Background: an optimization exercise with open tools, aiming at small area and a short achievable clock period. Do not read the settings as production practice. No run shown here included a check of the RTL's function; only the layout flow was run.

## flow/design.v (module list and top-level ports; edited modules follow where they fit)
// module grad_top: 172 lines
// module absdiff_v: 154 lines
// module absdiff_h: 154 lines
// module sqsum: 23 lines
// module times3: 64 lines
// module div_r0: 263 lines
// module div_r1: 279 lines
// module sq_r0: 12 lines
// module sq_r1: 27 lines
// module sq_r2: 38 lines
// module div_r2: 89 lines
// module div_r3: 273 lines
// module div_r4: 273 lines
// module div_r5: 273 lines
// module div_r6: 273 lines
// module sq_r3: 49 lines
// module sq_r4: 60 lines
// module sq_r5: 71 lines
// module sq_r6: 84 lines
// module sq_r7: 97 lines
// module sq_r8: 110 lines
// module sq_r9: 111 lines
// module div_r7: 273 lines
// module div_r8: 273 lines
// module div_r9: 205 lines
// module sq_r10: 124 lines
// module sq_r11: 137 lines
// module sq_r12: 109 lines
module grad_top (
    input  wire logic        clk,
    input  wire logic        rst,
    input  wire logic        in_valid,
    input  wire logic        sof,
    input  wire logic [7:0]  pixel,
    output logic             out_valid,
    output logic [32:0]      grad
);
  // ...
==> flow/run.sh <==
#!/bin/bash
# synth_recipe.tcl (not shown) runs the flow's synth.tcl, then flattens the netlist and writes it again
# the make line also repeats each setting of config.mk as NAME=value (left out here)
make -C /OpenROAD-flow-scripts/flow DESIGN_CONFIG=/design/flow/config.mk WORK_HOME=/design/flow/orfs CLKGATE_MAP_FILE= SYNTH_SCRIPT=/design/flow/synth_recipe.tcl finish
==> flow/config.mk <==
export PLATFORM = sky130hd
export DESIGN_NAME = grad_top
export DESIGN_NICKNAME = grad_top
export VERILOG_FILES = /design/flow/design.v
export SDC_FILE = /design/flow/constraint.sdc
export NUM_CORES = 4
export LEC_CHECK = 0
export CAP_MARGIN = 20
export CORE_MARGIN = 2
export CORE_UTILIZATION = 40
export SLEW_MARGIN = 20
export SYNTH_HIERARCHICAL = 1
==> flow/constraint.sdc <==
create_clock -name core_clock -period 26.0 [get_ports {clk}]
set_input_delay 5.2000 -clock core_clock [delete_from_list [all_inputs] [get_ports {clk}]]
set_output_delay 5.2000 -clock core_clock [all_outputs]
set_load 0.01 [all_outputs]
==> flow_summary.json, run 1 <==
{
  "totalNegativeSetupSlack_ps": 0,
  "initial_drc_count": 1694,
  "reg2reg_slack_ps": 13360,
  "floorplan.io_pins": 46,
  "timing.critical_path.required_ps": 20800,
  "outcome": "timing/DRC/antenna clean",
  "cts_resized": 0,
  "synth-compound-area-share_pct": 19.9,
  "post_synth_edffs": 308,
  "yosys_most_used_dff": "sky130_fd_sc_hd__edfxtp_1",
  "yosys.area_share.simple_pct": 18.9,
  "post_synth_xor_area_fraction_pct": 7.30,
  "critPathKind": "register to output port",
  "post-place-ws_ps": 12020,
  "routed_via_count": 24200,
  "largestRegisters": "sr (256), r2_q (13), r1_M (12)",
  "logic_depth_of_the_worst_setup_path_including_buffers": 29,
  "min-delay-start": "r1_q[3]",
  "synth_most_common_cell": "sky130_fd_sc_hd__edfxtp_1",
  "timing.critical_path.max_delay_family": "simple AND/OR/NAND/NOR gates",
  "fp-row-count": 105,
  "distinct_cell_type_count_of_the_synthesized_netlist": 139,
  "critPathCapture": "grad[11]",
  "route.detailed.drc": 0,
  "end_kind": "output port",
  "wl_per_cell_um": 16.1,
  "sequential_cell_area_um2": 10700,
  "largest_cell_class_by_area": "multi-input combinational cells",
  "core_region_area_um2": 82000,
  "hold_path.class": "register to register",
  "dr_wl_met2_um": 32600,
  "timing.fmax_mhz": 67.7,
  "layout.filler_cells": 8023,
  "period_share_pct": 56.8,
  "portBuffers": 45,
  "place_hpwl_um": 50800,
  "synth_common_cells": "308 x sky130_fd_sc_hd__edfxtp_1, 304 x sky130_fd_sc_hd__inv_1, 222 x sky130_fd_sc_hd__buf_4, 211 x sky130_fd_sc_hd__nand2_1, 210 x sky130_fd_sc_hd__xnor2_1",
  "seq_area_frac_synth_pct": 32.2
}
==> inputs of run 2 (changes only) <==
==> flow/flow/run.sh (new file) <==
#!/bin/bash
# The standard layout (the standard.sh: ORFS with the standard synthesis
# and the standard flow's config.mk and SDC), with a larger setup margin for ORFS's timing
# repair so that it keeps shortening paths past the design's generous period.
set -euo pipefail
MARGIN=$(cat flow/margin.txt)
bash standard.sh SETUP_SLACK_MARGIN=$MARGIN finish > standard.log 2>&1
==> flow/flow/margin.txt (new file) <==
14
==> flow/standard.sh (new file) <==
#!/bin/bash
# synth_recipe.tcl (not shown) runs the flow's synth.tcl, then flattens the netlist and writes it again
# the make line also repeats each setting of config.mk as NAME=value (left out here)
make -C /OpenROAD-flow-scripts/flow DESIGN_CONFIG=/design/flow/config.mk WORK_HOME=/design/flow/orfs CLKGATE_MAP_FILE= SYNTH_SCRIPT=/design/flow/synth_recipe.tcl "${@:-finish}"
removed: flow/run.sh
==> run 2 against run 1 <==
Sequential cell count stayed put. Worst setup slack gained 1900 ps. Still clean. First-iteration DRC count increased by 0.83%. Largest cell class unchanged. Non-clock buffer count grew 134. Core utilization grew 2.7 points. Count of clock-buffer cells in the layout is 2 higher. Critical path type unchanged.
==> flow_summary.json, run 2 <==
{
  "final_cells": 4583,
  "worstPathMaxFanout": 11,
  "cts_tree": "built",
  "yosys_warnings": 8,
  "placed_cells": 4371,
  "hold_path.class": "register to register",
  "timing.critical_path.required_ps": 20800,
  "cts_inserted_buffers": 44,
  "grt_pass1_vias": 23200,
  "timing.fmax_mhz": 77.4,
  "cp.arrival_ps": 7720,
  "multiInputGateArea_um2": 20300,
  "cts_hold_repair.buffers": 0,
  "post_synth_edffs": 308,
  "layout.nets": 3643,
  "cp-start-kind": "register",
  "hold_path_end": "r2_q[3]",
  "dieArea_um2": 85100,
  "fp-row-count": 105,
  "mostFrequentLayoutCells": "308 x sky130_fd_sc_hd__edfxtp_1, 289 x sky130_fd_sc_hd__inv_1, 207 x sky130_fd_sc_hd__nand2_1, 194 x sky130_fd_sc_hd__xnor2_1, 188 x sky130_fd_sc_hd__nor2_1",
  "largest_register_ffs": 256,
  "antenna_found_initial": 0,
  "floorplan.io_pins": 46,
  "layout_area_overhead_pct": 11.1,
  "worst_slew_margin_rel_pct": 23.2,
  "sequential_cell_area_um2": 10700,
  "cts_htree_levels": 2,
  "mappedNetlistArea_um2": 33100,
  "portBuffers": 45,
  "timing.rr.end": "r2_rem[10]",
  "cpMostUsedCell": "sky130_fd_sc_hd__buf_4",
  "cp_slowest_stage_delay_ps": 510,
  "r2r.worst_path.cells": 43,
  "global_route.overflow_total": 0,
  "gp_congestion": 0.879,
  "critPathSlowestCell": "sky130_fd_sc_hd__or4_4",
  "grt_setup_unrepaired": "yes",
  "clk_pin_slew_worst_paths_ps": 60,
  "place_hpwl_um": 51500,
  "ctsRootBufferMaster": "sky130_fd_sc_hd__clkbuf_16",
  "post-synth-top-area-fraction_pct": 27.9,
  "period_needed_ps": 12920,
  "wl_per_cell_um": 16.4,
  "async_reset_ff_share_pct": 0,
  "first_pass_iters": 5,
  "detail-route-antenna-nets": 0,
  "globalRouteTotalUtil_pct": 17.1,
  "end_kind": "output port",
  "mostFrequentLayoutCell": "sky130_fd_sc_hd__edfxtp_1",
  "yosys_most_used_dff": "sky130_fd_sc_hd__edfxtp_1",
  "die_height_um": 292,
  "cts_num_sinks": 378,
  "distinct_cell_type_count_of_the_synthesized_netlist": 139,
  "synthCells": 3508,
  "route.final.wire_length_um": 75100,
  "whs_path_depth": 0,
  "synth_common_cells": "308 x sky130_fd_sc_hd__edfxtp_1, 304 x sky130_fd_sc_hd__inv_1, 222 x sky130_fd_sc_hd__buf_4, 211 x sky130_fd_sc_hd__nand2_1, 210 x sky130_fd_sc_hd__xnor2_1",
  "seq_area_frac_synth_pct": 32.2,
  "min-delay-start": "r1_q[3]",
  "maxCapViolCount": 0,
  "syn-mean-instance-area_um2": 9.43,
  "hold_violations": 0,
  "routed_via_count": 24900,
  "number_of_max_slew_violations_in_the_final_report": 0,
  "floorplan.initialDensity_pct": 40.4,
  "worstSkewPairLatency_ps": 600,
  "totalNegativeSetupSlack_ps": 0,
  "antenna_cells_inserted": 0,
  "initial_drc_count": 1708,
  "grt_pass1_wl_um": 121000,
  "synth-seq-cells": 378,
  "period_share_pct": 49.7,
  "layout.filler_cells": 7837,
  "final.setup_skew_ps": 36.3,
  "reg2reg_slack_ps": 14880,
  "largestRegisters": "sr (256), r2_q (13), r1_M (12)",
  "die_width_um": 292,
  "reg2reg_from": "r1_root[1]",
  "grt_start_max_net_pins": 99,
  "synth_top_cells_by_area": "sky130_fd_sc_hd__edfxtp_1 28%, sky130_fd_sc_hd__xnor2_1 5.6%, sky130_fd_sc_hd__buf_4 5.0%",
  "layout-drive-gt1-share_pct": 19.1,
  "critPathKind": "register to output port",
  "timing.final.setup_violations": 0,
  "regMostFlops": "sr",
  "synth_most_common_cell": "sky130_fd_sc_hd__edfxtp_1",
  "maximum_root_to_sink_buffer_count": 3,
  "synth_area_leader_cell": "sky130_fd_sc_hd__edfxtp_1",
  "route.detailed.drc": 0,
  "tightest_pin_transition_ps": 1150,
  "core_region_area_um2": 82000,
  "outcome": "timing/DRC/antenna clean",
  "vias_per_cell": 5.43
}
==> run 2: stage by stage <==
step / area, µm² / util [%] / worst slack [ps] / hold slack (ps)
after floorplan: 33200 / - / 13700 / 323
final: 36800 / 44.8 / 13080 / 318
after detailed placement: 33400 / 40.7 / 12100 / 327
after CTS: 35900 / 43.8 / 13040 / 332
after global placement: 33400 / 40.7 / 12120 / 324
after global routing: 36800 / 44.8 / 12800 / 339
==> run 2: worst max-delay path by stage <==
stage,from,end,cells past startpoint
2_1_floorplan,pixel[0],r1_rem[3],37
3_3_place_gp,pixel[0],r1_rem[2],34
3_5_place_dp,pixel[0],r1_rem[2],34
4_1_cts,r2_D3[1],grad[11],31
5_1_grt,r2_R[0],grad[11],29
6_report,r2_D3[0],grad[11],29
==> run 2: worst max-delay path: cells and delay by family, from the launching register on <==
| kind | cells | cell delay, ps |
|---|---|---|
| AO/OA/AOI/OAI | 13 | 3230 |
| AND/OR/NAND/NOR | 7 | 1920 |
| buffers and inverters | 6 | 920 |
| adder cells (fa/ha/maj) | 2 | 560 |
| flip-flops | 1 | 350 |
| multiplexers | 1 | 130 |
==> run 2: kinds of logic (layout without fill, tap and decap cells) <==
kind of cell / after synthesis / after routing / synth area share (%)
simple gates: 1128 / 1130 / 18.9
buf+inv: 613 / 615 / 9.82
mux: 84 / 84 / 2.64
flops: 378 / 378 / 32.2
xor+xnor: 276 / 276 / 7.30
compound gates: 811 / 811 / 19.9
fa+ha+maj: 217 / 217 / 9.24
other cells: 1 / 2 / 0.0113
==> run 2: final cells by class <==
class | count | area share (%)
clock buffer | 48 | 3.06
clock inverter | 34 | 0.974
inverter | 314 | 3.33
multi-input combinational | 2520 | 55.2
sequential | 378 | 29.1
tap | 1070 | 3.64
timing repair buffer | 218 | 4.69
timing repair inverter | 1 | 0.0136
==> run 2: what timing repair did <==
| item | CTS | global route |
|---|---|---|
| gates resized for setup | 210 | 113 |
| pin swaps | 58 | 63 |
| cloned | 4 | 0 |
| setup buffers | 76 | 50 |
| setup endpoints to repair | 47 | 55 |
==> run 2: per-layer routing <==
metal	track usage, %	vias up	wire, µm
met5	0	-	0
met4	4.78	0	1750
met3	2.13	105	3170
met2	27.6	489	34500
met1	24.0	11900	35700
li1	-	12400	-
==> run 2: modules after synthesis (local to each module, per instance), excerpt <==
module | times used | area, µm²
grad_top | 1 | 11000
div_r6 | 1 | 1380
div_r3 | 1 | 1380
div_r9 | 1 | 1090
sq_r11 | 1 | 866
sq_r8 | 1 | 696
sq_r7 | 1 | 531
div_r2 | 1 | 450
sq_r4 | 1 | 375
sq_r12 | 1 | 208

==> afterwards: timing with drivers on the ports <==
In the flow no input, the clock included, has a driving cell. The finished layouts below were timed again as built, in two steps.
Step 1 assumes that a clkbuf_16 drives the clock port and a buf_2 every other input.
Step 2 also shifts input and output timing later by t, the mid clock arrival at the registers, as if the neighbouring blocks saw the same clock.
Slacks: no drivers / after step 1 / after step 2; pairs: no drivers / after step 1.
run	t (ns)	setup slack, ns	pins driven straight from the clock port
run 1	0.619	11.221 / 11.162 / 11.781	1
run 2	0.638	13.084 / 13.026 / 13.299	1
After both steps every run listed still meets setup and hold.
